This is an optimization exercise on Yosys and OpenROAD, whose aim is small area, a short achievable clock period and few clock cycles per item, not a production implementation. The RTL was checked by simulation tests, not by an equivalence proof against the original design.

==> design.v <==
package fspt_pkg;
	localparam int unsigned TICK_W  = 32;
	localparam int unsigned FRAME_W = 16;
	localparam int unsigned LOSS_W  = 8;
	localparam int unsigned LIMIT_W = TICK_W + LOSS_W;
	localparam logic [LOSS_W-1:0] LOSS_FRAMES_RESET = LOSS_W'(3);
	localparam logic REQ_CAPTURE = 1'b0;
	localparam logic REQ_POLL    = 1'b1;
	typedef struct packed {
		logic              req_type;
		logic [TICK_W-1:0] tick_value;
	} fspt_in_t;
	typedef struct packed {
		logic [FRAME_W-1:0] frame_count;
		logic [TICK_W-1:0]  last_capture;
		logic [TICK_W-1:0]  period_estimate;
		logic               in_sync;
		logic               sync_dropped;
	} fspt_out_t;
endpackage
module frame_sync_period_tracker (
	input  logic                                  clk,
	input  logic                                  arst_n,
	input  logic                                  cfg_we,
	input  logic [fspt_pkg::LOSS_W-1:0]           cfg_wdata,
	input  logic                                  in_valid,
	output logic                                  in_ready,
	input  fspt_pkg::fspt_in_t                    in_item,
	output logic                                  out_valid,
	input  logic                                  out_ready,
	output fspt_pkg::fspt_out_t                   out_item
);
	localparam int unsigned TW = fspt_pkg::TICK_W;
	logic                            h_valid;
	logic                            h_poll;
	logic [TW-1:0]                   h_tick;
	logic [TW-1:0]                   h_iv;       
	logic                            k_valid;
	logic                            k_poll;
	logic [TW-1:0]                   k_tick;
	logic                            out_valid_q;
	logic                            dropped_q;
	logic [fspt_pkg::LOSS_W-1:0]     loss_q;
	logic [fspt_pkg::FRAME_W-1:0]    frame_q;
	logic [TW-1:0]                   prev_q;
	logic [TW-1:0]                   period_q;
	logic                            locked_q;
	logic                            base_q;
	logic [TW:0]                     acc_q;      
	logic [2:0]                      idx_q;      
	logic                            exact_q;
	logic                            accept;
	logic                            slot_free;
	logic                            wait_poll;
	logic                            advance;
	logic                            is_cap;
	logic                            is_poll;
	logic                            h_load;
	assign in_ready  = !k_valid;
	assign accept    = in_valid && !k_valid;
	assign slot_free = !out_valid_q || out_ready;
	assign is_cap    = h_valid && !h_poll && slot_free;
	assign is_poll   = h_valid && h_poll && slot_free && !wait_poll;
	assign advance   = is_cap || is_poll;
	assign h_load    = advance || !h_valid;
	assign out_valid = out_valid_q;
	assign out_item.frame_count     = frame_q;
	assign out_item.last_capture    = prev_q;
	assign out_item.period_estimate = period_q;
	assign out_item.in_sync         = locked_q;
	assign out_item.sync_dropped    = dropped_q;
	logic                            n_poll;
	logic [TW-1:0]                   n_tick;
	logic [TW-1:0]                   n_base;
	logic [TW-1:0]                   n_iv;
	logic                            n_co;
	assign n_poll = k_valid ? k_poll : in_item.req_type;
	assign n_tick = k_valid ? k_tick : in_item.tick_value;
	assign n_base = (h_valid && !h_poll) ? h_tick : prev_q;
	fspt_add #(.W(TW)) u_interval (.a(n_tick), .b(~n_base), .cin(1'b1), .sum(n_iv), .cout(n_co));
	always_ff @(posedge clk or negedge arst_n) begin
		if (!arst_n) begin
			h_valid <= 1'b0;
			k_valid <= 1'b0;
		end else begin
			if (h_load)
				h_valid <= k_valid || accept;
			if (advance)
				k_valid <= 1'b0;
			else if (h_valid && accept)
				k_valid <= 1'b1;
		end
	end
	always_ff @(posedge clk) begin
		if (h_load) begin
			h_poll <= n_poll;
			h_tick <= n_tick;
			h_iv   <= n_iv;
		end
		if (!k_valid) begin
			k_poll <= in_item.req_type;
			k_tick <= in_item.tick_value;
		end
	end
	logic [TW-1:0]                   e_a, e_b, e_c, e_s, e_k;
	logic [TW-1:0]                   ema;
	logic                            ema_co;
	assign e_a = period_q;
	assign e_b = ~(period_q >> 2);
	assign e_c = h_iv >> 2;
	assign e_s = e_a ^ e_b ^ e_c;
	assign e_k = {((e_a & e_b) | (e_a & e_c) | (e_b & e_c)), 1'b0};
	fspt_add #(.W(TW)) u_ema (.a(e_s), .b(e_k), .cin(1'b1), .sum(ema), .cout(ema_co));
	logic [TW-1:0]                   ge_d;
	logic                            ge_co;
	logic                            ge;
	logic                            loss_zero;
	logic                            can_drop;
	logic                            drop_now;
	fspt_add #(.W(TW)) u_ge (.a(h_iv), .b(~acc_q[TW-1:0]), .cin(1'b1), .sum(ge_d), .cout(ge_co));
	assign ge = !acc_q[TW] && ge_co;
	assign loss_zero = loss_q == '0;
	assign can_drop  = locked_q && (period_q != '0);
	assign drop_now  = can_drop && (loss_zero || (ge && exact_q));
	assign wait_poll = h_poll && can_drop && !loss_zero && ge && !exact_q;
	logic [TW-1:0]                   period_d;
	assign period_d = (is_cap && base_q) ? (locked_q ? ema : h_iv) : period_q;
	logic [2:0]                      top;
	logic [2:0]                      top_new;
	logic [2:0]                      top_rs;
	logic                            restart;
	logic [TW-1:0]                   pm;
	logic [TW:0]                     u_lo;
	logic                            u_co;
	logic                            ovf;
	always_comb begin
		top = 3'd0;
		for (int i = 1; i < 8; i++)
			if (loss_q[i]) top = 3'(i);
		top_new = 3'd0;
		for (int i = 1; i < 8; i++)
			if (cfg_wdata[i]) top_new = 3'(i);
	end
	assign restart = (is_cap && base_q) || cfg_we;
	assign top_rs  = cfg_we ? top_new : top;
	assign pm      = period_q & {TW{loss_q[idx_q]}};
	fspt_add #(.W(TW+1)) u_horner (.a({acc_q[TW-1:0], 1'b0}), .b({1'b0, pm}), .cin(1'b0), .sum(u_lo), .cout(u_co));
	assign ovf     = acc_q[TW] || u_co || u_lo[TW];
	always_ff @(posedge clk or negedge arst_n) begin
		if (!arst_n) begin
			idx_q   <= 3'd0;
			exact_q <= 1'b0;
		end else if (restart) begin
			idx_q   <= top_rs - 3'd1;
			exact_q <= top_rs == 3'd0;
		end else if (!exact_q) begin
			idx_q   <= idx_q - 3'd1;
			exact_q <= idx_q == 3'd0;
		end
	end
	always_ff @(posedge clk) begin
		if (restart) begin
			acc_q <= {1'b0, period_d};
		end else if (!exact_q) begin
			acc_q <= {ovf, u_lo[TW-1:0]};
		end
	end
	always_ff @(posedge clk or negedge arst_n) begin
		if (!arst_n) begin
			out_valid_q <= 1'b0;
		end else if (advance) begin
			out_valid_q <= 1'b1;
		end else if (out_ready) begin
			out_valid_q <= 1'b0;
		end
	end
	always_ff @(posedge clk) begin
		if (advance) begin
			dropped_q <= h_poll && drop_now;
		end
	end
	always_ff @(posedge clk or negedge arst_n) begin
		if (!arst_n) begin
			loss_q   <= fspt_pkg::LOSS_FRAMES_RESET;
			frame_q  <= '0;
			prev_q   <= '0;
			period_q <= '0;
			locked_q <= 1'b0;
			base_q   <= 1'b0;
		end else begin
			if (cfg_we) begin
				loss_q <= cfg_wdata;
			end
			period_q <= period_d;
			if (is_cap) begin
				frame_q  <= frame_q + fspt_pkg::FRAME_W'(1);
				prev_q   <= h_tick;
				locked_q <= locked_q || base_q;
				base_q   <= 1'b1;
			end else if (is_poll && drop_now) begin
				locked_q <= 1'b0;
				base_q   <= 1'b0;
			end
		end
	end
endmodule
module fspt_add #(
	parameter int unsigned W = 32
) (
	input  logic [W-1:0] a,
	input  logic [W-1:0] b,
	input  logic         cin,
	output logic [W-1:0] sum,
	output logic         cout
);
	logic [W-1:0] p0, g0, g, p;
	assign p0 = a ^ b;
	assign g0 = a & b;
	always_comb begin
		g = g0;
		p = p0;
		g[0] = g0[0] | (p0[0] & cin);
		for (int l = 0; (1 << l) < W; l++) begin
			for (int j = 0; j < W; j++) begin
				if (((j >> l) & 1) != 0) begin
					g[j] = g[j] | (p[j] & g[((j >> l) << l) - 1]);
					p[j] = p[j] & p[((j >> l) << l) - 1];
				end
			end
		end
	end
	assign sum  = p0 ^ {g[W-2:0], cin};
	assign cout = g[W-1];
endmodule
==> flow/run.sh <==
#!/bin/bash
# The standard layout (standard.sh: ORFS synthesis through finish), with
# one change: the buffers that ORFS puts on every input and output port are
# made from the plain sky130_fd_sc_hd__buf_1 cell instead of the delay-buffer
# cell buffer_ports picks by default. Timing repair may still resize them.
# ORFS's own per-step logs are kept under orfs/logs; the make output goes to
# standard.log in this folder.
set -euo pipefail
export BUFFER_PORTS_ARGS="-buffer_cell sky130_fd_sc_hd__buf_1"
bash standard.sh > standard.log 2>&1
==> standard.sh <==
#!/bin/bash
# synth_recipe.tcl (not shown) runs the flow's synth.tcl, then flattens the netlist and writes it again
# the make line also repeats each setting of config.mk as NAME=value (left out here)
make -C /OpenROAD-flow-scripts/flow DESIGN_CONFIG=/design/flow/config.mk WORK_HOME=/design/flow/orfs CLKGATE_MAP_FILE= SYNTH_SCRIPT=/design/flow/synth_recipe.tcl "${@:-finish}"
==> config.mk <==
export PLATFORM = sky130hd
export DESIGN_NAME = frame_sync_period_tracker
export DESIGN_NICKNAME = frame_sync_period_tracker
export VERILOG_FILES = /design/flow/design.v
export SDC_FILE = /design/flow/constraint.sdc
export NUM_CORES = 4
export LEC_CHECK = 0
export ABC_AREA = 1
export CAP_MARGIN = 20
export CORE_MARGIN = 2
export CORE_UTILIZATION = 60
export CTS_BUF_LIST = sky130_fd_sc_hd__clkbuf_8
export CTS_CLUSTER_SIZE = 10
export SETUP_SLACK_MARGIN = 4.5
export SLEW_MARGIN = 20
==> constraint.sdc <==
create_clock -name core_clock -period 8.0 [get_ports {clk}]
set_input_delay 1.6000 -clock core_clock [delete_from_list [all_inputs] [get_ports {clk}]]
set_output_delay 1.6000 -clock core_clock [all_outputs]
set_load 0.01 [all_outputs]
==> qor.yml, run 1 <==
synth:
  async_reset_ff_frac: 0.4236
  synth_top_family_by_area: "simple AND/OR/NAND/NOR gates"
  yosys.area_share.adder: 0.1565
  synth-warning-count: 3
  synth_edf_count: 98
  ys_seq_elements: 229
  synth_top_area_frac: 0.1884
  synth_area_mm2: 0.01562
  ys.flop_type: "edfxtp_1"
  synth.distinct_cells: 55
  synthTopCellsByArea: "edfxtp_1 19%, dfrtp_1 15%, nand2_1 13%, ha_1 10%, inv_1 8.0%"
  synth.most_common_cell: "nand2_1"
  syn_nets: 2202
  syn_inst: 1987
  synth_compound_area_frac: 0.1052
  synthSimpleGateAreaFrac: 0.2295
  synthTopCellsByCount: "528 x nand2_1, 331 x inv_1, 149 x a21oi_1, 145 x nor2_1, 125 x ha_1"
  synth_xor_area_frac: 0.02515
  synth.avg_cell_area_um2: 7.861
  synth.largest_area_cell: "edfxtp_1"
  synthMuxAreaShare: 0.0006408
  ys_seq_area_frac: 0.3875
die:
  coreArea_mm2: 0.02584
  ios: 130
  initial_core_util: 0.6046
  fp.dieW_um: 165.4
  rows: 59
  die-area_mm2: 0.02734
  dieHeight_um: 165.4
finish:
  finalNonFillerCells: 2518
  antenna_cells: 0
  multiInputGateArea_mm2: 0.008319
  n_fill_cell: 2270
  design_area_mm2: 0.01780
  nets: 2366
  syn2layout_area_growth_pct: 13.95
  seq_area_mm2: 0.006065
  layout-drive-gt1-share: 0.09162
worst_hold_path:
  min_path_cells: 2
  whs_endpoint: "k_poll$_DFF_P_"
  hp-start: "k_poll$_DFF_P_"
  min_path_type: "flop to flop"
worst_setup_path:
  crit_chain: "inv_1, fa_1, inv_1, ha_1, nand2_1, o21ai_0, a21oi_2, nand2_8, inv_1, fa_1, xor2_1, o21ai_0, nand2_1, o21ai_1, nand2_1, o21ai_0"
  cp_num_buf_inv: 3
  critPathLaunchType: "flop"
  crit_arrival_ps: 3730
  max_stage_delay_ps: 550
  r2r-start: "period_q[14]$_DFF_PN0_"
  endpoint_kind: "flop"
  reg2reg_depth: 16
  cp_max_fo: 5
  cp.required_ps: 8270
  critPathTopFamily: "adder cells"
  worstSetupPathType: "flop to flop"
  slowest_stage: "fa_1"
  ff2ff_setup_slack_ps: 4530
  r2r_end: "acc_q[17]$_DFFE_PP_"
cts:
  cts-buffers-inserted: 40
  cts.clk_slew.worst_paths_ps: 60
  cts_buffer_depth: 3
  cts_tree: "built"
  cts_max_level: 2
  clock_sinks: 229
  root_buffer: "clkbuf_8"
  insertion_delay_ps: 550
sta:
  setup_viol: 0
  rsz0062_at_grt: "true"
  finalClockSkew_ps: 24.91
  fmax_mhz: 288.6
  max_slew_margin: 0.4635
  period_needed_ps: 3465
  fin_tns_setup_ps: 0
  hold_viol: 0
  slew_violations: 0
  tightest_slew_ps: 804.8
  setup_slack_ps: 4535
  fin_crit_sh: 0.4332
grt:
  grt-ovfl-total: 0
  grt_start_max_net_pins: 67
  grt_pass1_wl_mm: 60.50
  grt_pass1_vias: 12280
  antenna_found_initial: 0
  track_usage: 0.2793
run_status:
  outcome: "complete, no violations"
routing:
  dr.first_iter.drc_count: 812
  drt-total-wl_mm: 38.82
  first_pass_iters: 6
  wl_per_cell_um: 15.42
  drt-vias-per-instance: 5.305
  detailroute.via_count: 13360
  postRouteAntennaNets: 0
  drc_errors: 0
placement:
  portBuffers: 129
  gp_congestion: 0.8782
  hpwl_mm: 27.75
  place_area_mm2: 0.01639
  dp_slack_ps: 2784
  placed_cells: 2410
run:
  drv_cap: 0
## routing by layer
metal | up-vias | share of wire | global-route usage | wire [um]
met4 | 0 | 0.019 | 0.06466 | 737
li1 | 6689 | - | - | -
met3 | 64 | 0.077 | 0.05120 | 2998
met2 | 433 | 0.44 | 0.4420 | 17100
met1 | 6173 | 0.46 | 0.4022 | 17990
met5 | - | 0 | 0 | 0
## registers in the layout (all words and copies together) (netlist names), 3 cells and up
register and count:
loss_q 8, acc_q 33, h_iv 32, k_tick 32, prev_q 32, idx_q 3
h_tick 32, frame_q 16, period_q 32
## metrics by stage
step / hold WS, ps / util
after detailed placement: 444.2 / 0.6345
after floorplan: 418.4 / -
final: 455.3 / 0.6889
after CTS: 460.4 / 0.6720
after global routing: 497.0 / 0.6889
after global placement: 429.6 / 0.6345
## worst reg2reg max path: cells and delay by family, from the launching register on
| kind | cells | cell delay [ps] |
|---|---|---|
| adder cells (fa/ha/maj) | 3 | 1260 |
| AND/OR/NAND/NOR | 4 | 410 |
| AO/OA/AOI/OAI | 5 | 750 |
| buffers and inverters | 3 | 230 |
| XOR/XNOR | 1 | 170 |
| flip-flops | 1 | 370 |
## cell families (layout without fill, tap and decap cells)
logic type / after synthesis / in the layout
buffers and inverters: 385 / 580
multiplexers: 1 / 1
AO/OA/AOI/OAI: 307 / 307
XOR/XNOR: 44 / 44
AND/OR/NAND/NOR: 852 / 853
adder cells (fa/ha/maj): 169 / 169
flip-flops: 229 / 229
## cells in the final DEF (no fill, tap or decap), types with 8 or more instances in the layout
cell      synthesis  layout
ha_1            125     124
nand3_1          98      95
o21ai_0         110     104
inv_1           331     342
clkbuf_8          0      49
nand2_2          17      17
buf_1             1     128
edfxtp_1         98      98
nand2_1         528     521
nor2_1          145     141
nor2_2            6       9
buf_4             3      34
dfxtp_1          34      34
xnor2_1          16      16
o21bai_1         10       8
fa_1             44      41
dfrtp_2           0       9
a21oi_1         149     142
nand4_1          10      10
dfrtp_1          95      86
nor3_1           17      15
o21ai_1          10      14
xor2_1           27      27
## worst max path at each step
stage          slack (ps)                   start              endpoint  cells after the start
2_1_floorplan        4060              in_item[0]    h_iv[17]$_DFFE_PP_                     15
3_3_place_gp         2820               out_ready  idx_q[2]$_DFFE_PN0P_                     12
3_5_place_dp         2780               out_ready  idx_q[2]$_DFFE_PN0P_                     12
4_1_cts              4500   period_q[1]$_DFF_PN0_   acc_q[17]$_DFFE_PP_                     18
5_1_grt              4400  period_q[14]$_DFF_PN0_   acc_q[17]$_DFFE_PP_                     16
6_report             4530  period_q[14]$_DFF_PN0_   acc_q[17]$_DFFE_PP_                     16
## area by class of cell
cell class                 count  area share
clock buffer                  49     0.03789
clock inverter                25    0.008084
inverter                     335     0.07114
multi-input combinational   1374      0.4674
sequential                   229      0.3407
tap                          335     0.02355
timing repair buffer         171     0.05124
## repair_timing
item                       CTS  global route
gates resized for setup     23            50
buffers inserted             4            25
cloned                       1             3
pin swaps                    4            17
setup endpoints to repair   89            87
hold endpoints to repair     0             0
hold buffers                 0             0
Testbench counts, summed over its fixed seeds: cycles 24,139, items 24,000.
==> run 2, diff against run 1 <==
--- a/config.mk
+++ b/config.mk
@@ -11,5 +11,6 @@
 export CORE_UTILIZATION = 60
 export CTS_BUF_LIST = sky130_fd_sc_hd__clkbuf_8
-export CTS_CLUSTER_SIZE = 10
+export CTS_CLUSTER_DIAMETER = 50
+export CTS_CLUSTER_SIZE = 15
 export SETUP_SLACK_MARGIN = 4.5
 export SLEW_MARGIN = 20
==> qor.yml, run 2 <==
run_status:
  outcome: "complete, no violations"
worst_setup_path:
  ff2ff_setup_slack_ps: 4560
  critPathLaunchType: "flop"
  crit_arrival_ps: 3780
  worstSetupPathType: "flop to flop"
  endpoint_kind: "flop"
  cp_max_fo: 5
  cp.required_ps: 8340
cts:
  cts.clk_slew.worst_paths_ps: 90
  cts-buffers-inserted: 29
  root_buffer: "clkbuf_8"
  cts_buffer_depth: 3
  clock_sinks: 229
  insertion_delay_ps: 600
  ctsHoldBuffers: 0
  cts_tree: "built"
  cts_max_level: 1
synth:
  synth.largest_area_cell: "edfxtp_1"
  synthTopCellsByArea: "edfxtp_1 19%, dfrtp_1 15%, nand2_1 13%, ha_1 10%, inv_1 8.0%"
  synth.distinct_cells: 55
  ys_seq_area_frac: 0.3875
  ys_seq_elements: 229
  synth-warning-count: 3
  synth_edf_count: 98
  syn_nets: 2202
  synthTopCellsByCount: "528 x nand2_1, 331 x inv_1, 149 x a21oi_1, 145 x nor2_1, 125 x ha_1"
  synth_top_area_frac: 0.1884
  ys.flop_type: "edfxtp_1"
  async_reset_ff_frac: 0.4236
  synth.avg_cell_area_um2: 7.861
  syn_inst: 1987
  synth_area_mm2: 0.01562
  synth.most_common_cell: "nand2_1"
grt:
  grt_pass1_vias: 12260
  grt_start_max_net_pins: 67
  grt-ovfl-total: 0
  track_usage: 0.2787
  antenna_found_initial: 0
  grt_pass1_wl_mm: 60.51
die:
  dieHeight_um: 165.4
  ios: 130
  fp.dieW_um: 165.4
  rows: 59
  die-area_mm2: 0.02734
  initial_core_util: 0.6046
  coreArea_mm2: 0.02584
finish:
  final_util: 0.6847
  final_cell_mix: "521 x nand2_1, 326 x inv_1, 143 x a21oi_1"
  final_common_cell: "nand2_1"
  antenna_cells: 0
  syn2layout_area_growth_pct: 13.27
  nets: 2353
  largest-register: "acc_q"
  largest_reg_flops: 33
  layout-drive-gt1-share: 0.08885
placement:
  portBuffers: 129
  dp_slack_ps: 2784
  gp_congestion: 0.8782
  hpwl_mm: 27.75
routing:
  top_layer: "met4"
  wl_per_cell_um: 15.61
  wl_met3_mm: 2.866
  first_pass_iters: 5
  postRouteAntennaNets: 0
  drt-vias-per-instance: 5.320
  dr.first_iter.drc_count: 856
  wl_met2_mm: 17.22
  drt-total-wl_mm: 38.96
  wl_met1_mm: 18.20
  detailroute.via_count: 13280
  drc_errors: 0
sta:
  hold_viol: 0
  finalClockSkew_ps: 23.36
  setup_slack_ps: 4559
  max_slew_margin: 0.3518
  tightest_slew_ps: 971.2
  fin_tns_setup_ps: 0
  period_needed_ps: 3441
  setup_viol: 0
  slew_violations: 0
  rsz0062_at_grt: "true"
  fin_crit_sh: 0.4301
  fin_hold_ws_ps: 465.9
  fmax_mhz: 290.6
run:
  drv_cap: 0
worst_hold_path:
  min_path_type: "flop to flop"
-- run 2: final cells by class --
| cell class | count | area, um^2 |
|---|---|---|
| clock buffers | 31 | 426.7 |
| well taps | 335 | 419.2 |
| repair buffers | 169 | 897.1 |
| clock inverters | 23 | 309.0 |
| fillers | 2286 | 8145 |
| flip-flops and latches | 229 | 6063 |
| multi-input cells | 1374 | 8313 |
| inverters | 335 | 1264 |
-- run 2: path summary, 6_finish.rpt --
check	from	endpoint	cells past startpoint
hold reg to reg	k_poll$_DFF_P_	k_poll$_DFF_P_	2
max in group asynchronous	arst_n	period_q[25]$_DFF_PN0_	2
setup reg to reg	period_q[14]$_DFF_PN0_	acc_q[17]$_DFFE_PP_	16
setup / recovery	period_q[14]$_DFF_PN0_	acc_q[17]$_DFFE_PP_	16
min in group asynchronous	arst_n	prev_q[7]$_DFFE_PN0P_	1
hold / removal	k_poll$_DFF_P_	k_poll$_DFF_P_	2
-- run 2: cells by family (layout without fill, tap and decap cells) --
family,after synthesis,in the layout,share of synthesized area
AO/OA/AOI/OAI,307,307,0.1052
XOR/XNOR,44,44,0.02515
adder cells (fa/ha/maj),169,169,0.1565
buffers and inverters,385,558,0.09548
flip-flops,229,229,0.3875
multiplexers,1,1,0.0006408
AND/OR/NAND/NOR,852,853,0.2295
-- run 2: metrics by stage --
stage	std cells	instance area, um^2
final	2496	17690
after floorplan	1987	15640
after CTS	2469	17270
after detailed placement	2410	16390
after global placement	2410	16390
after global routing	2496	17690
-- run 2: repair_timing --
item                       CTS  global route
pin swaps                    3            17
setup endpoints to repair   88            87
gates cloned                 1             3
setup buffers                4            23
resized for setup           22            47
-- run 2: layer usage --
layer,vias to the layer above,global-route usage
met2,390,0.4466
met1,6171,0.4023
li1,6665,-
met3,52,0.04745
met4,0,0.05643
met5,-,0
-- run 2: worst max-delay path: stages, from the launching register on --
cell and delay (ps):
dfrtp_1 380, inv_1 140, fa_1 550, inv_1 40, ha_1 350, nand2_1 130, o21ai_0 310, a21oi_2 120
nand2_8 100, inv_1 50, fa_1 360, xor2_1 170, o21ai_0 100, nand2_1 80, o21ai_0 140, nand2_1 90
o21ai_0 80
==> run 3, diff against run 2 <==
--- a/flow/run.sh
+++ b/flow/run.sh
@@ -8,3 +8,4 @@
 set -euo pipefail
 export BUFFER_PORTS_ARGS="-buffer_cell sky130_fd_sc_hd__buf_1"
+export RECOVER_POWER=100
 bash standard.sh > standard.log 2>&1
--- a/config.mk
+++ b/config.mk
@@ -10,7 +10,4 @@
 export CORE_MARGIN = 2
 export CORE_UTILIZATION = 60
-export CTS_BUF_LIST = sky130_fd_sc_hd__clkbuf_8
-export CTS_CLUSTER_DIAMETER = 50
-export CTS_CLUSTER_SIZE = 15
 export SETUP_SLACK_MARGIN = 4.5
 export SLEW_MARGIN = 20
==> qor.yml, run 3 <==
finish:
  final_common_cell: "nand2_1"
  syn2layout_area_growth_pct: 12.99
  layout-drive-gt1-share: 0.06905
  nets: 2353
  antenna_cells: 0
  largest_reg_flops: 33
  final_cell_mix: "530 x nand2_1, 325 x inv_1, 146 x nor2_1"
  largest-register: "acc_q"
placement:
  portBuffers: 129
  hpwl_mm: 27.75
  gp_congestion: 0.8782
cts:
  cts_buffer_depth: 3
  ctsHoldBuffers: 0
  cts_max_level: 1
  cts-buffers-inserted: 26
  root_buffer: "clkbuf_16"
  cts_tree: "built"
  cts.clk_slew.worst_paths_ps: 60
  clock_sinks: 229
  insertion_delay_ps: 530
die:
  ios: 130
  fp.dieW_um: 165.4
  die-area_mm2: 0.02734
  dieHeight_um: 165.4
  rows: 59
  initial_core_util: 0.6046
  coreArea_mm2: 0.02584
sta:
  fin_crit_sh: 0.6575
  fin_tns_setup_ps: 0
  rsz0062_at_grt: "true"
  fmax_mhz: 190.1
  max_slew_margin: -1.075
  setup_viol: 0
  tightest_slew_ps: 3113
  hold_viol: 0
  period_needed_ps: 5260
  slew_violations: 203
  finalClockSkew_ps: 22.33
synth:
  async_reset_ff_frac: 0.4236
  syn_nets: 2202
  synth_top_area_frac: 0.1884
  synthTopCellsByArea: "edfxtp_1 19%, dfrtp_1 15%, nand2_1 13%, ha_1 10%, inv_1 8.0%"
  ys.flop_type: "edfxtp_1"
  synthTopCellsByCount: "528 x nand2_1, 331 x inv_1, 149 x a21oi_1, 145 x nor2_1, 125 x ha_1"
  synth.avg_cell_area_um2: 7.861
  synth_area_mm2: 0.01562
  synth.largest_area_cell: "edfxtp_1"
  synth_edf_count: 98
  synth.distinct_cells: 55
  synth-warning-count: 3
  ys_seq_elements: 229
  syn_inst: 1987
  synth.most_common_cell: "nand2_1"
  ys_seq_area_frac: 0.3875
grt:
  antenna_found_initial: 0
  grt_start_max_net_pins: 67
  grt_pass1_vias: 12300
  track_usage: 0.2786
  grt-ovfl-total: 0
  grt_pass1_wl_mm: 60.71
routing:
  drt-total-wl_mm: 39.11
  drc_errors: 0
  first_pass_iters: 5
  detailroute.via_count: 13310
  postRouteAntennaNets: 0
  drt-vias-per-instance: 5.340
  dr.first_iter.drc_count: 901
  wl_per_cell_um: 15.69
run_status:
  failed_checks: "max-capacitance violations, max-slew violations"
  outcome: "failed layout checks"
worst_setup_path:
  critPathLaunchType: "input pin"
  worstSetupPathType: "input pin to flop"
  endpoint_kind: "flop"
  cp.required_ps: 8450
  cp_max_fo: 50
  crit_arrival_ps: 5710
worst_hold_path:
  min_path_type: "flop to flop"
run:
  drv_cap: 5
==> run 3: kinds of logic after synthesis <==
| kind of cell | count (synthesis) | synth area share |
|---|---|---|
| compound gates | 307 | 0.1052 |
| mux | 1 | 0.0006408 |
| simple gates | 852 | 0.2295 |
| flops | 229 | 0.3875 |
| xor+xnor | 44 | 0.02515 |
| buf+inv | 385 | 0.09548 |
| fa+ha+maj | 169 | 0.1565 |
==> run 3: what timing repair did <==
item                                    CTS  global route
pin swaps                                 4            16
buffers inserted                          4            26
gates resized for setup                  25            50
endpoints found under the setup margin   89            87
cloned                                    1             3
==> run 3: per-stage QoR <==
stage / hold slack [ps] / setup slack [ps] / area [um^2] / util / cells
final: 457.9 / 2740 / 17650 / 0.6831 / 2493
after global routing: 498.5 / 2285 / 17650 / 0.6831 / 2493
after floorplan: 418.4 / 4065 / 15640 / - / 1987
after global placement: 429.6 / 2823 / 16390 / 0.6345 / 2410
after CTS: 460.5 / 4501 / 17390 / 0.6730 / 2463
after detailed placement: 444.2 / 2784 / 16390 / 0.6345 / 2410
==> run 3: area by class of cell <==
type | instances | area [um^2]
inverters | 335 | 1259
multi-input cells | 1374 | 8203
clock inverters | 16 | 137.6
flip-flops and latches | 229 | 6060
repair buffers | 172 | 877.1
clock buffers | 32 | 694.4
fillers | 2312 | 8188
well taps | 335 | 419.2
==> run 3: metal layers <==
layer,vias up,GRT usage,share of wire
li1,6659,-,-
met1,6225,0.4034,0.47
met2,378,0.4470,0.44
met3,51,0.04421,0.071
met4,0,0.05721,0.016
met5,-,0,0
==> run 3: worst paths after layout <==
| kind | from | end | slack (ps) | cells past startpoint |
|---|---|---|---|---|
| setup / recovery | out_ready | idx_q[2]$_DFFE_PN0P_ | 2740 | 12 |
| hold / removal | k_poll$_DFF_P_ | k_poll$_DFF_P_ | 460 | 2 |
| setup reg to reg | k_valid$_DFFE_PN0P_ | h_iv[17]$_DFFE_PP_ | 2780 | 18 |
| hold reg to reg | k_poll$_DFF_P_ | k_poll$_DFF_P_ | 460 | 2 |
| max in group asynchronous | arst_n | period_q[5]$_DFF_PN0_ | 3940 | 1 |
| min in group asynchronous | arst_n | prev_q[5]$_DFFE_PN0P_ | 2070 | 1 |
==> run 3: worst max-delay path: stages <==
cell and delay (ps):
buf_1 110, clkinv_1 90, nand2_1 110, nand3_1 110, nor2_1 270, clkinvlp_2 1510
nand2_4 900, inv_2 380, o21ai_0 310, xor2_1 160, nand2_1 60, o21ai_1 90
==> run 4, diff against run 3 <==
--- a/flow/run.sh
+++ b/flow/run.sh
@@ -8,4 +8,3 @@
 set -euo pipefail
 export BUFFER_PORTS_ARGS="-buffer_cell sky130_fd_sc_hd__buf_1"
-export RECOVER_POWER=100
 bash standard.sh > standard.log 2>&1
--- a/config.mk
+++ b/config.mk
@@ -10,4 +10,6 @@
 export CORE_MARGIN = 2
 export CORE_UTILIZATION = 60
+export CTS_BUF_LIST = sky130_fd_sc_hd__clkbuf_4
+export CTS_CLUSTER_SIZE = 8
 export SETUP_SLACK_MARGIN = 4.5
 export SLEW_MARGIN = 20
==> qor.yml, run 4 <==
worst_setup_path:
  reg2reg_depth: 21
  crit_start: "loss_q[1]$_DFFE_PN1P_"
  max_stage_delay_ps: 530
  crit_arrival_ps: 3940
  worstSetupPathType: "flop to flop"
  crit_chain: "inv_1, a21oi_1, o21ai_0, nand3_1, nand2_4, buf_12, nor2_2, ha_1, a21oi_2, nor2_1, nor2_2, o21bai_4, nand2_2, nand3_4, a21oi_4, nand2_1, nand2_1, nand2_1, ha_1, o21ai_1, a21oi_1"
  slowest_stage: "dfstp_2"
  cp.required_ps: 8570
  critPathLaunchType: "flop"
  path_common_cell: "nand2_1"
  cp_max_fo: 8
  endpoint_kind: "flop"
  r2r-start: "loss_q[1]$_DFFE_PN1P_"
synth:
  ys_seq_elements: 229
  syn_nets: 2202
  synth.most_common_cell: "nand2_1"
  async_reset_ff_frac: 0.4236
  synth-warning-count: 3
  synthTopCellsByCount: "528 x nand2_1, 331 x inv_1, 149 x a21oi_1, 145 x nor2_1, 125 x ha_1"
  synth.largest_area_cell: "edfxtp_1"
  synthTopCellsByArea: "edfxtp_1 19%, dfrtp_1 15%, nand2_1 13%, ha_1 10%, inv_1 8.0%"
  synth_edf_count: 98
  syn_inst: 1987
  synth_area_mm2: 0.01562
  synth_top_area_frac: 0.1884
  synth.avg_cell_area_um2: 7.861
  ys.flop_type: "edfxtp_1"
  synth.distinct_cells: 55
  ys_seq_area_frac: 0.3875
worst_hold_path:
  min_path_type: "flop to flop"
  min_path_cells: 2
  hp-start: "k_poll$_DFF_P_"
grt:
  grt_start_max_net_pins: 67
  track_usage: 0.2816
  grt-ovfl-total: 0
  grt_pass1_wl_mm: 60.98
  antenna_found_initial: 1
  grt_pass1_vias: 12490
sta:
  slew_violations: 0
  fmax_mhz: 297.1
  fin_crit_sh: 0.4208
  setup_viol: 0
  finalClockSkew_ps: 43.74
  tightest_slew_ps: 969.4
  rsz0062_at_grt: "true"
  fin_tns_setup_ps: 0
  setup_slack_ps: 4634
  max_slew_margin: 0.3538
  period_needed_ps: 3366
  hold_viol: 0
  fin_hold_ws_ps: 467.2
placement:
  place_area_mm2: 0.01639
  dp_slack_ps: 2784
  hpwl_mm: 27.75
  portBuffers: 129
  gp_congestion: 0.8782
die:
  coreArea_mm2: 0.02584
  fp.dieW_um: 165.4
  initial_core_util: 0.6046
  die-area_mm2: 0.02734
  ios: 130
  rows: 59
  dieHeight_um: 165.4
routing:
  first_pass_iters: 6
  drc_errors: 0
  drt-total-wl_mm: 39.22
  postRouteAntennaNets: 0
  wl_per_cell_um: 15.33
  dr.first_iter.drc_count: 775
  drt-vias-per-instance: 5.278
  detailroute.via_count: 13500
run_status:
  outcome: "complete, no violations"
finish:
  n_fill_cell: 2300
  design_area_mm2: 0.01778
  largest_reg_flops: 33
  nets: 2386
  layout-drive-gt1-share: 0.1062
  syn2layout_area_growth_pct: 13.83
  largest-register: "acc_q"
  multiInputGateArea_mm2: 0.008307
  final_cell_mix: "521 x nand2_1, 325 x inv_1, 143 x a21oi_1"
  seq_area_mm2: 0.006061
  final_common_cell: "nand2_1"
cts:
  ctsHoldBuffers: 0
  cts_buffer_depth: 3
  cts-buffers-inserted: 60
  cts.clk_slew.worst_paths_ps: 70
  cts_max_level: 2
  insertion_delay_ps: 710
  root_buffer: "clkbuf_4"
  clock_sinks: 229
  cts_tree: "built"
run:
  drv_cap: 0
==> run 4: metal layers <==
metal | wire [um] | share of wire | GRT usage
met5 | 0 | 0 | 0
met2 | 17570 | 0.45 | 0.4504
met3 | 2747 | 0.070 | 0.05345
met4 | 570 | 0.015 | 0.06034
met1 | 18330 | 0.47 | 0.4023
==> run 4: critical path: cells and delay by family (launching register included) <==
| family | cells | cell delay, ps |
|---|---|---|
| DFF | 1 | 530 |
| buffers and inverters | 2 | 220 |
| AOI/OAI and AO/OA | 7 | 850 |
| adders and majority gates | 2 | 560 |
| and+or+nand+nor | 10 | 1060 |
==> run 4: worst paths after layout <==
| check | end | slack, ps |
|---|---|---|
| worst min register to register | k_poll$_DFF_P_ | 470 |
| worst max-delay path | acc_q[32]$_SDFFE_PN0N_ | 4630 |
| worst min-delay path | k_poll$_DFF_P_ | 470 |
| worst max register to register | acc_q[32]$_SDFFE_PN0N_ | 4630 |
| min in group asynchronous | prev_q[7]$_DFFE_PN0P_ | 990 |
| max in group asynchronous | frame_q[14]$_DFFE_PN0P_ | 5770 |
==> run 4: cells by family (layout without fill, tap and decap cells) <==
| group | after synthesis | count (layout) | synth area share |
|---|---|---|---|
| and+or+nand+nor | 852 | 852 | 0.2295 |
| other | 0 | 1 | 0 |
| AOI/OAI and AO/OA | 307 | 307 | 0.1052 |
| muxes | 1 | 1 | 0.0006408 |
| buffers and inverters | 385 | 620 | 0.09548 |
| DFF | 229 | 229 | 0.3875 |
| xor gates and xnor gates | 44 | 44 | 0.02515 |
| adders and majority gates | 169 | 169 | 0.1565 |
==> run 4: timing repair <==
| item | in CTS | in global routing |
|---|---|---|
| setup buffers | 3 | 26 |
| cloned | 1 | 3 |
| pin swaps | 2 | 18 |
| gates resized for setup | 26 | 42 |
| setup endpoints to repair | 88 | 54 |
==> run 4: cell type report <==
| cell class | instances | share of cell area |
|---|---|---|
| clock buffers | 93 | 0.03927 |
| flip-flops and latches | 229 | 0.3409 |
| inverters | 335 | 0.07108 |
| diodes | 1 | 0.0001407 |
| multi-input cells | 1373 | 0.4672 |
| clock inverters | 20 | 0.005137 |
| well taps | 335 | 0.02357 |
| repair buffers | 172 | 0.05271 |
==> run 4: per-stage QoR <==
step / utilization / instances
after floorplan: - / 1987
after global placement: 0.6345 / 2410
after detailed placement: 0.6345 / 2410
after CTS: 0.6711 / 2527
after global routing: 0.6881 / 2558
final: 0.6881 / 2558
==> run 5, diff against run 4 <==
--- a/config.mk
+++ b/config.mk
@@ -10,6 +10,6 @@
 export CORE_MARGIN = 2
 export CORE_UTILIZATION = 60
-export CTS_BUF_LIST = sky130_fd_sc_hd__clkbuf_4
-export CTS_CLUSTER_SIZE = 8
+export CTS_CLUSTER_DIAMETER = 150
+export CTS_CLUSTER_SIZE = 20
 export SETUP_SLACK_MARGIN = 4.5
 export SLEW_MARGIN = 20
==> qor.yml, run 5 <==
run_status:
  outcome: "complete, no violations"
cts:
  cts_buffer_depth: 3
  insertion_delay_ps: 510
  root_buffer: "clkbuf_16"
  cts-buffers-inserted: 15
  cts.clk_slew.worst_paths_ps: 90
  cts_max_level: 1
  clock_sinks: 229
  cts_tree: "built"
placement:
  portBuffers: 129
  place_area_mm2: 0.01639
  hpwl_mm: 27.75
  dp_slack_ps: 2784
  gp_congestion: 0.8782
die:
  coreArea_mm2: 0.02584
  die-area_mm2: 0.02734
  ios: 130
  dieHeight_um: 165.4
  rows: 59
  initial_core_util: 0.6046
  fp.dieW_um: 165.4
synth:
  synth.avg_cell_area_um2: 7.861
  async_reset_ff_frac: 0.4236
  syn_nets: 2202
  synth_edf_count: 98
  syn_inst: 1987
  ys_seq_elements: 229
  ys.flop_type: "edfxtp_1"
  synthTopCellsByCount: "528 x nand2_1, 331 x inv_1, 149 x a21oi_1, 145 x nor2_1, 125 x ha_1"
  synth_area_mm2: 0.01562
  synth.distinct_cells: 55
  synth.most_common_cell: "nand2_1"
  synth-warning-count: 3
  synthTopCellsByArea: "edfxtp_1 19%, dfrtp_1 15%, nand2_1 13%, ha_1 10%, inv_1 8.0%"
  ys_seq_area_frac: 0.3875
  synth.largest_area_cell: "edfxtp_1"
  synth_top_area_frac: 0.1884
finish:
  n_fill_cell: 2302
  syn2layout_area_growth_pct: 11.74
  seq_area_mm2: 0.006065
  final_util: 0.6755
  design_area_mm2: 0.01745
  final_common_cell: "nand2_1"
  multiInputGateArea_mm2: 0.008329
  antenna_cells: 0
  final_cell_mix: "521 x nand2_1, 325 x inv_1, 141 x nor2_1, 141 x a21oi_1, 128 x buf_1"
  nets: 2346
  largest-register: "acc_q"
  layout-drive-gt1-share: 0.07804
  largest_reg_flops: 33
grt:
  track_usage: 0.2758
  grt_pass1_vias: 12120
  busiest_layer: "met2"
  use_met1: 0.4059
  grt_pass1_wl_mm: 60.01
  grt_use_met3: 0.03621
  grt_start_max_net_pins: 67
  gr-usage-met2: 0.4451
  grt-ovfl-total: 0
  antenna_found_initial: 0
worst_setup_path:
  cp_max_fo: 8
  ff2ff_setup_slack_ps: 4570
  endpoint_kind: "flop"
  crit_chain: "inv_1, a21oi_1, o21ai_0, nand3_1, nand2_4, buf_12, nor2_1, ha_1, a21oi_2, nor2_1, nor2_2, o21bai_2, nand2_1, nand3_4, a21oi_4, nand2_1, nand2_1, nand2_1, ha_1, o21ai_0, a21oi_1"
  slowest_stage: "dfstp_2"
  crit_arrival_ps: 3810
  path_common_cell: "nand2_1"
  cp_num_buf_inv: 2
  cp.required_ps: 8380
  worstSetupPathType: "flop to flop"
  crit_cells: 21
  reg2reg_depth: 21
  max_stage_delay_ps: 540
  critPathTopFamily: "simple AND/OR/NAND/NOR gates"
  critPathLaunchType: "flop"
sta:
  setup_viol: 0
  setup_slack_ps: 4574
  period_needed_ps: 3426
  rsz0062_at_grt: "true"
  fmax_mhz: 291.8
  max_slew_margin: 0.4737
  finalClockSkew_ps: 30.94
  fin_tns_setup_ps: 0
  slew_violations: 0
  hold_viol: 0
  fin_crit_sh: 0.4283
  tightest_slew_ps: 789.4
worst_hold_path:
  min_path_type: "flop to flop"
  min_path_cells: 2
routing:
  first_pass_iters: 6
  dr.first_iter.drc_count: 838
  wl_per_cell_um: 15.63
  drt-vias-per-instance: 5.351
  drt-total-wl_mm: 38.68
  drc_errors: 0
  detailroute.via_count: 13240
  postRouteAntennaNets: 0
run:
  drv_cap: 0
## run 5: changes by cell type in the layout (fill, tap and decap cells not counted), moves of 3 or more
cell | before | now
buf_4 | 34 | 38
dfrtp_1 | 89 | 86
clkbuf_1 | 0 | 9
dfrtp_2 | 6 | 9
clkinv_1 | 17 | 2
o21ai_2 | 3 | 6
clkbuf_4 | 94 | 1
o21ai_1 | 15 | 11
clkbuf_16 | 3 | 17
## run 5: stage by stage
stage,std cells,hold slack (ps)
after global routing,2475,508.3
after floorplan,1987,418.4
final,2475,482.1
after global placement,2410,429.6
after detailed placement,2410,444.2
after CTS,2440,466.6
## run 5: repair_timing
action | in CTS | in global routing
setup endpoints to repair | 88 | 87
pin swaps | 5 | 18
hold buffers | 0 | 0
setup buffers | 3 | 31
gates resized for setup | 26 | 48
cloned | 1 | 3
## run 5: final timing paths
path | startpoint | endpoint
worst max-delay path | loss_q[1]$_DFFE_PN1P_ | acc_q[32]$_SDFFE_PN0N_
worst min-delay path | h_tick[31]$_DFFE_PP_ | prev_q[31]$_DFFE_PN0P_
worst max register to register | loss_q[1]$_DFFE_PN1P_ | acc_q[32]$_SDFFE_PN0N_
worst min register to register | h_tick[31]$_DFFE_PP_ | prev_q[31]$_DFFE_PN0P_
max in group asynchronous | arst_n | frame_q[9]$_DFFE_PN0P_
min in group asynchronous | arst_n | prev_q[6]$_DFFE_PN0P_
## run 5: layout make-up
| cell class | instances | share of cell area |
|---|---|---|
| clock inverter | 2 | 0.001434 |
| sequential | 229 | 0.3475 |
| clock buffer | 24 | 0.02344 |
| tap | 335 | 0.02401 |
| timing repair buffer | 176 | 0.05412 |
| inverter | 335 | 0.07233 |
| multi-input combinational | 1374 | 0.4772 |
## run 5: logic make-up (layout without fill, tap and decap cells)
group	after synthesis	count (layout)	share of synthesized area
xor+xnor	44	44	0.02515
flops	229	229	0.3875
simple gates	852	853	0.2295
buf+inv	385	537	0.09548
mux	1	1	0.0006408
compound gates	307	307	0.1052
fa+ha+maj	169	169	0.1565
## run 5: per-layer routing
metal | wire length, um | part of all wire
met2 | 17130 | 0.44
met3 | 2844 | 0.074
met1 | 17970 | 0.46
met5 | 0 | 0
met4 | 744 | 0.019
## run 5: worst reg2reg max path: stages (launching register included)
cell and delay [ps]:
dfstp_2 540, inv_1 60, a21oi_1 100, o21ai_0 90, nand3_1 140, nand2_4 110, buf_12 160, nor2_1 120
ha_1 290, a21oi_2 210, nor2_1 70, nor2_2 140, o21bai_2 120, nand2_1 130, nand3_4 130, a21oi_4 160
nand2_1 60, nand2_1 70, nand2_1 100, ha_1 270, o21ai_0 160, a21oi_1 90
==> run 6, diff against run 5 <==
--- a/config.mk
+++ b/config.mk
@@ -11,5 +11,5 @@
 export CORE_UTILIZATION = 60
 export CTS_CLUSTER_DIAMETER = 150
-export CTS_CLUSTER_SIZE = 20
+export CTS_CLUSTER_SIZE = 25
 export SETUP_SLACK_MARGIN = 4.5
 export SLEW_MARGIN = 20
==> qor.yml, run 6 <==
worst_hold_path:
  hp-start: "k_poll$_DFF_P_"
  min_path_type: "flop to flop"
  whs_endpoint: "k_poll$_DFF_P_"
  min_path_cells: 2
synth:
  synth_compound_area_frac: 0.1052
  synth_top_family_by_area: "simple AND/OR/NAND/NOR gates"
  synthTopCellsByCount: "528 x nand2_1, 331 x inv_1, 149 x a21oi_1, 145 x nor2_1, 125 x ha_1"
  syn_nets: 2202
  ys_seq_area_frac: 0.3875
  synthSimpleGateAreaFrac: 0.2295
  synth_top_area_frac: 0.1884
  synth_edf_count: 98
  yosys.area_share.adder: 0.1565
  synth.most_common_cell: "nand2_1"
  synth-warning-count: 3
  synthMuxAreaShare: 0.0006408
  async_reset_ff_frac: 0.4236
  synth.distinct_cells: 55
  synthTopCellsByArea: "edfxtp_1 19%, dfrtp_1 15%, nand2_1 13%, ha_1 10%, inv_1 8.0%"
  ys.flop_type: "edfxtp_1"
  synth.largest_area_cell: "edfxtp_1"
  synth.avg_cell_area_um2: 7.861
  synth_area_mm2: 0.01562
  synth_xor_area_frac: 0.02515
  ys_seq_elements: 229
  syn_inst: 1987
die:
  dieHeight_um: 165.4
  ios: 130
  fp.dieW_um: 165.4
  die-area_mm2: 0.02734
  initial_core_util: 0.6046
  rows: 59
  coreArea_mm2: 0.02584
worst_setup_path:
  cp.required_ps: 8370
  r2r-start: "loss_q[1]$_DFFE_PN1P_"
  cp_max_fo: 8
  endpoint_kind: "flop"
  ff2ff_setup_slack_ps: 4530
  r2r_end: "acc_q[32]$_SDFFE_PN0N_"
  reg2reg_depth: 21
  critPathLaunchType: "flop"
  worstSetupPathType: "flop to flop"
  crit_arrival_ps: 3840
cts:
  cts_max_level: 1
  clock_sinks: 229
  cts_buffer_depth: 3
  root_buffer: "clkbuf_16"
  cts_tree: "built"
  cts-buffers-inserted: 13
  insertion_delay_ps: 490
  cts.clk_slew.worst_paths_ps: 100
finish:
  syn2layout_area_growth_pct: 11.13
  largest_reg_flops: 33
  design_area_mm2: 0.01736
  n_fill_cell: 2318
  nets: 2341
  finalNonFillerCells: 2467
  layout-drive-gt1-share: 0.07458
  final_cell_mix: "522 x nand2_1, 325 x inv_1, 141 x nor2_1, 141 x a21oi_1, 128 x buf_1"
  final_common_cell: "nand2_1"
  largest-register: "acc_q"
  antenna_cells: 0
sta:
  rsz0062_at_grt: "true"
  fin_tns_setup_ps: 0
  tightest_slew_ps: 797.7
  period_needed_ps: 3469
  finalClockSkew_ps: 39.66
  setup_viol: 0
  hold_viol: 0
  slew_violations: 0
  fin_crit_sh: 0.4336
  max_slew_margin: 0.4682
  fmax_mhz: 288.3
placement:
  portBuffers: 129
  hpwl_mm: 27.75
  place_area_mm2: 0.01639
  gp_congestion: 0.8782
  placed_cells: 2410
run:
  drv_cap: 0
routing:
  drc_errors: 0
  wl_met1_mm: 17.90
  dr.first_iter.drc_count: 791
  wl_met2_mm: 17.09
  top_layer: "met4"
  wl_per_cell_um: 15.55
  detailroute.via_count: 13220
  drt-total-wl_mm: 38.36
  first_pass_iters: 5
  postRouteAntennaNets: 0
  wl_met3_mm: 2.667
  drt-vias-per-instance: 5.360
grt:
  grt-ovfl-total: 0
  grt_pass1_vias: 12060
  antenna_found_initial: 0
  track_usage: 0.2747
  grt_pass1_wl_mm: 59.68
  grt_start_max_net_pins: 67
run_status:
  outcome: "complete, no violations"
==> run 6: critical path, cell delays in order (launching register included) <==
cell and delay [ps]:
dfstp_2 540, inv_1 60, a21oi_1 100, o21ai_0 90, nand3_1 140, nand2_4 110
buf_12 160, nor2_1 110, ha_1 300, a21oi_2 210, nor2_1 70, nor2_2 140
o21bai_2 120, nand2_1 130, nand3_4 160, a21oi_4 170, nand2_1 60, nand2_1 70
nand2_1 100, ha_1 270, o21ai_0 160, a21oi_1 90
==> run 6: per-layer routing <==
metal,vias up,GRT usage
met2,397,0.4419
met4,0,0.05447
met3,46,0.03472
met5,-,0
li1,6617,-
met1,6163,0.4034
==> run 6: cell type report <==
type	instances	area [um^2]	share of cell area
multi-input combinational	1374	8309	0.4787
sequential	229	6065	0.3494
inverter	335	1262	0.07273
timing repair buffer	173	922.1	0.05312
tap	335	419.2	0.02415
clock buffer	20	351.6	0.02025
clock inverter	1	30.03	0.001730
==> run 6: metrics by stage <==
step / hold slack [ps] / util / setup slack, ps
3_3_place_gp: 429.6 / 0.6345 / 2823
3_5_place_dp: 444.2 / 0.6345 / 2784
4_1_cts: 470.1 / 0.6552 / 4502
5_1_grt: 503.9 / 0.6719 / 4323
6_report: 465.5 / 0.6719 / 4531
2_1_floorplan: 418.4 / - / 4065
==> run 6: timing repair <==
action / in CTS / in global routing
hold buffers: 0 / 0
cloned: 1 / 3
buffers inserted: 3 / 28
gates resized for setup: 25 / 44
endpoints found under the setup margin: 90 / 84
pin swaps: 5 / 16
==> run 6: worst max-delay path by stage <==
stage                           from                     end  cells after the start  slack (ps)
6_report       loss_q[1]$_DFFE_PN1P_  acc_q[32]$_SDFFE_PN0N_                     21        4530
5_1_grt        loss_q[1]$_DFFE_PN1P_  acc_q[32]$_SDFFE_PN0N_                     21        4320
4_1_cts        period_q[2]$_DFF_PN0_     acc_q[17]$_DFFE_PP_                     18        4500
3_5_place_dp               out_ready    idx_q[2]$_DFFE_PN0P_                     12        2780
3_3_place_gp               out_ready    idx_q[2]$_DFFE_PN0P_                     12        2820
2_1_floorplan             in_item[0]      h_iv[17]$_DFFE_PP_                     15        4060
==> run 6: logic make-up (layout without fill, tap and decap cells) <==
family / Yosys count / in the layout
buf+inv: 385 / 529
flops: 229 / 229
simple gates: 852 / 853
xor+xnor: 44 / 44
fa+ha+maj: 169 / 169
compound gates: 307 / 307
mux: 1 / 1
==> run 7, diff against run 6 <==
--- a/config.mk
+++ b/config.mk
@@ -11,5 +11,5 @@
 export CORE_UTILIZATION = 60
 export CTS_CLUSTER_DIAMETER = 150
-export CTS_CLUSTER_SIZE = 25
+export CTS_CLUSTER_SIZE = 15
 export SETUP_SLACK_MARGIN = 4.5
 export SLEW_MARGIN = 20
==> qor.yml, run 7 <==
run_status:
  outcome: "complete, no violations"
synth:
  async_reset_ff_frac: 0.4236
  synth_top_area_frac: 0.1884
  synthSimpleGateAreaFrac: 0.2295
  synth.avg_cell_area_um2: 7.861
  synth_edf_count: 98
  syn_inst: 1987
  synth_area_mm2: 0.01562
  synth_xor_area_frac: 0.02515
  ys_seq_area_frac: 0.3875
  syn_nets: 2202
  synth_compound_area_frac: 0.1052
  synthMuxAreaShare: 0.0006408
  synth.most_common_cell: "nand2_1"
  synthTopCellsByCount: "528 x nand2_1, 331 x inv_1, 149 x a21oi_1, 145 x nor2_1, 125 x ha_1"
  synth.largest_area_cell: "edfxtp_1"
  ys_seq_elements: 229
  ys.flop_type: "edfxtp_1"
  synth_top_family_by_area: "simple AND/OR/NAND/NOR gates"
  yosys.area_share.adder: 0.1565
  synth-warning-count: 3
  synth.distinct_cells: 55
  synthTopCellsByArea: "edfxtp_1 19%, dfrtp_1 15%, nand2_1 13%, ha_1 10%, inv_1 8.0%"
die:
  coreArea_mm2: 0.02584
  dieHeight_um: 165.4
  die-area_mm2: 0.02734
  initial_core_util: 0.6046
  ios: 130
  fp.dieW_um: 165.4
  rows: 59
cts:
  insertion_delay_ps: 510
  clock_sinks: 229
  root_buffer: "clkbuf_16"
  cts_max_level: 1
  cts.clk_slew.worst_paths_ps: 70
  ctsHoldBuffers: 0
  cts_tree: "built"
  cts-buffers-inserted: 19
  cts_buffer_depth: 3
finish:
  syn2layout_area_growth_pct: 12.17
  layout-drive-gt1-share: 0.07789
  n_fill_cell: 2308
  largest_reg_flops: 33
  finalNonFillerCells: 2479
  final_common_cell: "nand2_1"
  final_cell_mix: "520 x nand2_1, 325 x inv_1, 142 x a21oi_1"
  nets: 2347
  largest-register: "acc_q"
  antenna_cells: 0
routing:
  postRouteAntennaNets: 0
  detailroute.via_count: 13240
  drt-total-wl_mm: 38.48
  wl_per_cell_um: 15.52
  first_pass_iters: 5
  dr.first_iter.drc_count: 912
  drc_errors: 0
  drt-vias-per-instance: 5.342
sta:
  fin_hold_ws_ps: 462.4
  rsz0062_at_grt: "true"
  fmax_mhz: 291.7
  fin_crit_sh: 0.4285
  period_needed_ps: 3428
  hold_viol: 0
  finalClockSkew_ps: 29.57
  fin_tns_setup_ps: 0
  max_slew_margin: 0.4675
  tightest_slew_ps: 798.8
  setup_viol: 0
  slew_violations: 0
worst_setup_path:
  worstSetupPathType: "input pin to flop"
  r2r-start: "period_q[15]$_DFF_PN0_"
  critPathLaunchType: "input pin"
  ff2ff_setup_slack_ps: 4600
  cp_max_fo: 6
  reg2reg_depth: 16
  endpoint_kind: "flop"
  crit_arrival_ps: 3680
  r2r_end: "acc_q[17]$_DFFE_PP_"
  cp.required_ps: 8250
grt:
  grt_start_max_net_pins: 67
  grt_pass1_wl_mm: 60.11
  grt-ovfl-total: 0
  track_usage: 0.2767
  grt_pass1_vias: 12080
  antenna_found_initial: 0
worst_hold_path:
  hp-start: "k_poll$_DFF_P_"
  min_path_cells: 2
  min_path_type: "flop to flop"
  whs_endpoint: "k_poll$_DFF_P_"
placement:
  placed_cells: 2410
  portBuffers: 129
  hpwl_mm: 27.75
  gp_congestion: 0.8782
run:
  drv_cap: 0
-- run 7: cell counts after synthesis --
No cell type changed its count.
-- run 7: worst max path at each step --
stage,from,to,slack (ps)
floorplan,in_item[0],h_iv[17]$_DFFE_PP_,4060
finish,in_item[0],h_iv[17]$_DFFE_PP_,4570
global placement,out_ready,idx_q[2]$_DFFE_PN0P_,2820
global route,loss_q[1]$_DFFE_PN1P_,acc_q[32]$_SDFFE_PN0N_,4380
CTS,idx_q[0]$_DFFE_PN0P_,acc_q[32]$_SDFFE_PN0N_,4510
detailed placement,out_ready,idx_q[2]$_DFFE_PN0P_,2780
-- run 7: cells by family after synthesis --
| kind of cell | after synthesis |
|---|---|
| DFF | 229 |
| xor gates and xnor gates | 44 |
| buffers and inverters | 385 |
| adders and majority gates | 169 |
| AOI/OAI and AO/OA | 307 |
| muxes | 1 |
| and+or+nand+nor | 852 |
-- run 7: what timing repair did --
action / in CTS / in global routing
buffers inserted: 3 / 28
endpoints found under the setup margin: 89 / 85
gates resized for setup: 26 / 47
endpoints found under the hold margin: 0 / 0
pin swaps: 5 / 16
cloned: 1 / 3
-- run 7: through the flow --
step           worst slack (ps)    util  instance area (um^2)
2_1_floorplan              4065       -                 15640
3_3_place_gp               2823  0.6345                 16390
3_5_place_dp               2784  0.6345                 16390
4_1_cts                    4515  0.6614                 17090
5_1_grt                    4377  0.6781                 17520
6_report                   4572  0.6781                 17520
-- run 7: layer usage --
layer | vias to the layer above | share of wire | GRT usage
li1 | 6649 | - | -
met1 | 6175 | 0.47 | 0.4069
met2 | 379 | 0.44 | 0.4458
met3 | 41 | 0.072 | 0.03946
met4 | 0 | 0.013 | 0.04506
met5 | - | 0 | 0
-- run 7: critical path, stage by stage --
cell and delay (ps):
buf_1 80, o21ai_2 120, ha_1 160, inv_1 50
fa_2 330, inv_2 80, nor2_2 40, a211oi_2 250
o21ai_2 100, nand2_2 90, nand2_4 80, nand3_4 100
nand2_8 60, fa_2 360, xor2_1 160
-- run 7: area by class of cell --
cell class                 instances  area (um^2)  share of cell area
sequential                       229         6065              0.3461
tap                              335        419.2             0.02392
multi-input combinational       1374         8310              0.4743
clock buffer                      32        524.3             0.02992
inverter                         335         1260             0.07191
timing repair buffer             173        925.9             0.05285
clock inverter                     1        16.27           0.0009284
==> run 8, diff against run 7 <==
--- a/config.mk
+++ b/config.mk
@@ -10,6 +10,4 @@
 export CORE_MARGIN = 2
 export CORE_UTILIZATION = 60
-export CTS_CLUSTER_DIAMETER = 150
-export CTS_CLUSTER_SIZE = 15
 export SETUP_SLACK_MARGIN = 4.5
 export SLEW_MARGIN = 20
==> qor.yml, run 8 <==
routing:
  wl_per_cell_um: 15.70
  drc_errors: 0
  wl_met3_mm: 2.844
  detailroute.via_count: 13350
  drt-vias-per-instance: 5.354
  wl_met2_mm: 17.44
  top_layer: "met4"
  drt-total-wl_mm: 39.13
  first_pass_iters: 7
  dr.first_iter.drc_count: 854
  postRouteAntennaNets: 0
  wl_met1_mm: 18.21
cts:
  cts-buffers-inserted: 26
  root_buffer: "clkbuf_16"
  cts_max_level: 1
  cts_tree: "built"
  cts_buffer_depth: 3
  cts.clk_slew.worst_paths_ps: 60
  insertion_delay_ps: 540
  clock_sinks: 229
synth:
  ys.flop_type: "edfxtp_1"
  ys_seq_elements: 229
  synth.distinct_cells: 55
  async_reset_ff_frac: 0.4236
  synth-warning-count: 3
  synth.largest_area_cell: "edfxtp_1"
  synth_top_area_frac: 0.1884
  ys_seq_area_frac: 0.3875
  syn_inst: 1987
  synth.most_common_cell: "nand2_1"
  synthTopCellsByArea: "edfxtp_1 19%, dfrtp_1 15%, nand2_1 13%, ha_1 10%, inv_1 8.0%"
  synth_area_mm2: 0.01562
  syn_nets: 2202
  synth.avg_cell_area_um2: 7.861
  synth_edf_count: 98
  synthTopCellsByCount: "528 x nand2_1, 331 x inv_1, 149 x a21oi_1, 145 x nor2_1, 125 x ha_1"
run:
  drv_cap: 0
worst_setup_path:
  cp.required_ps: 8270
  critPathTopFamily: "adder cells"
  max_stage_delay_ps: 370
  crit_chain: "buf_1, o21ai_2, ha_1, inv_1, fa_2, inv_2, nor2_2, a211oi_2, o21ai_2, nand2_2, nand2_4, nand3_4, nand2_8, fa_2, xor2_1"
  reg2reg_depth: 21
  critPathLaunchType: "input pin"
  crit_cells: 15
  cp_num_buf_inv: 3
  worstSetupPathType: "input pin to flop"
  cp_max_fo: 6
  slowest_stage: "fa_2"
  endpoint_kind: "flop"
  crit_arrival_ps: 3700
die:
  die-area_mm2: 0.02734
  fp.dieW_um: 165.4
  initial_core_util: 0.6046
  ios: 130
  rows: 59
  coreArea_mm2: 0.02584
  dieHeight_um: 165.4
sta:
  max_slew_margin: 0.4627
  fin_crit_sh: 0.4283
  tightest_slew_ps: 806.0
  period_needed_ps: 3426
  slew_violations: 0
  finalClockSkew_ps: 21.19
  fmax_mhz: 291.8
  setup_viol: 0
  fin_hold_ws_ps: 467.1
  hold_viol: 0
  fin_tns_setup_ps: 0
  rsz0062_at_grt: "true"
  setup_slack_ps: 4574
grt:
  grt_start_max_net_pins: 67
  track_usage: 0.2786
  grt-ovfl-total: 0
  antenna_found_initial: 0
  grt_pass1_wl_mm: 60.71
  grt_pass1_vias: 12300
finish:
  final_util: 0.6897
  final_common_cell: "nand2_1"
  syn2layout_area_growth_pct: 14.08
  largest_reg_flops: 33
  final_cell_mix: "520 x nand2_1, 324 x inv_1, 142 x a21oi_1"
  design_area_mm2: 0.01782
  antenna_cells: 0
  n_fill_cell: 2274
  layout-drive-gt1-share: 0.08665
  finalNonFillerCells: 2493
  largest-register: "acc_q"
  nets: 2353
run_status:
  outcome: "complete, no violations"
placement:
  place_area_mm2: 0.01639
  portBuffers: 129
  hpwl_mm: 27.75
  gp_congestion: 0.8782
  dp_slack_ps: 2784
  placed_cells: 2410
worst_hold_path:
  min_path_cells: 2
  min_path_type: "flop to flop"
[run 8: area by class of cell]
type / count / area (um^2) / share of cell area
Clock buffer: 32 / 694.4 / 0.03897
Multi-Input combinational cell: 1374 / 8315 / 0.4666
Inverter: 335 / 1260 / 0.07071
Tap cell: 335 / 419.2 / 0.02352
Clock inverter: 16 / 137.6 / 0.007724
Sequential cell: 229 / 6065 / 0.3403
Timing Repair Buffer: 172 / 928.4 / 0.05210
[run 8: final timing paths]
path	start	to	slack (ps)
min	k_poll$_DFF_P_	k_poll$_DFF_P_	470
min in group asynchronous	arst_n	prev_q[5]$_DFFE_PN0P_	1160
max	in_item[0]	h_iv[17]$_DFFE_PP_	4570
max reg2reg	loss_q[1]$_DFFE_PN1P_	acc_q[32]$_SDFFE_PN0N_	4600
min reg2reg	k_poll$_DFF_P_	k_poll$_DFF_P_	470
max in group asynchronous	arst_n	frame_q[5]$_DFFE_PN0P_	5630
[run 8: logic make-up after synthesis]
logic type / after synthesis / share of synthesized area
and+or+nand+nor: 852 / 0.2295
muxes: 1 / 0.0006408
xor gates and xnor gates: 44 / 0.02515
adders and majority gates: 169 / 0.1565
DFF: 229 / 0.3875
AOI/OAI and AO/OA: 307 / 0.1052
buffers and inverters: 385 / 0.09548
[run 8: worst min-delay path, delay by kind of cell, from the launching register on]
family | cells | cell delay, ps
DFF | 1 | 310
and+or+nand+nor | 2 | 130
[run 8: repair_timing]
action / in CTS / in global routing
gates cloned: 1 / 3
gates resized for setup: 25 / 50
pin swaps: 4 / 16
setup endpoints to repair: 89 / 87
setup buffers: 4 / 26
hold buffers: 0 / 0
[run 8: per-layer routing]
metal	track usage	vias up
met5	0	-
met4	0.05721	0
met3	0.04421	47
met2	0.4470	422
met1	0.4034	6210
li1	-	6668

[port drivers added, routing unchanged]
The flow's constraints put no driver on any port. The routed layouts listed below were extracted and timed again, unchanged, in two steps. Step 1 (the two cells are an assumption about what drives the block):
set clk [get_ports {clk}]
set_driving_cell -lib_cell sky130_fd_sc_hd__clkbuf_16 $clk
set_driving_cell -lib_cell sky130_fd_sc_hd__buf_2 [delete_from_list [all_inputs] $clk]
Step 2 also shifts input and output timing later by t, the mid clock arrival at the registers, as if the neighbouring blocks saw the same clock. a / b / c = no drivers / after step 1 / after step 2; a / b = the first two.
run	t (ns)	setup slack, ns	hold slack, ns	slew at the worst register clock pin (ns)	worst slew at a driven data input, ns
run 1	0.579	4.535 / 4.535 / 4.049	0.455 / 0.455 / 0.455	0.07 / 0.07	0.06
run 2	0.633	4.559 / 4.559 / 3.967	0.466 / 0.466 / 0.466	0.10 / 0.10	0.06
run 3	0.572	2.740 / 2.753 / 2.181	0.458 / 0.458 / 0.458	0.07 / 0.07	0.06
run 4	0.732	4.634 / 4.634 / 3.945	0.467 / 0.467 / 0.467	0.08 / 0.08	0.05
run 5	0.536	4.574 / 4.574 / 4.069	0.482 / 0.482 / 0.482	0.10 / 0.10	0.05
run 6	0.520	4.531 / 4.531 / 4.053	0.466 / 0.466 / 0.466	0.11 / 0.11	0.06
run 7	0.536	4.572 / 4.597 / 4.061	0.462 / 0.462 / 0.462	0.08 / 0.08	0.05
run 8	0.573	4.574 / 4.601 / 4.028	0.467 / 0.467 / 0.467	0.07 / 0.07	0.06
The setup slack of run 4, which loses most, moves by 0.000 ns with the drivers and by -0.689 ns with both steps.
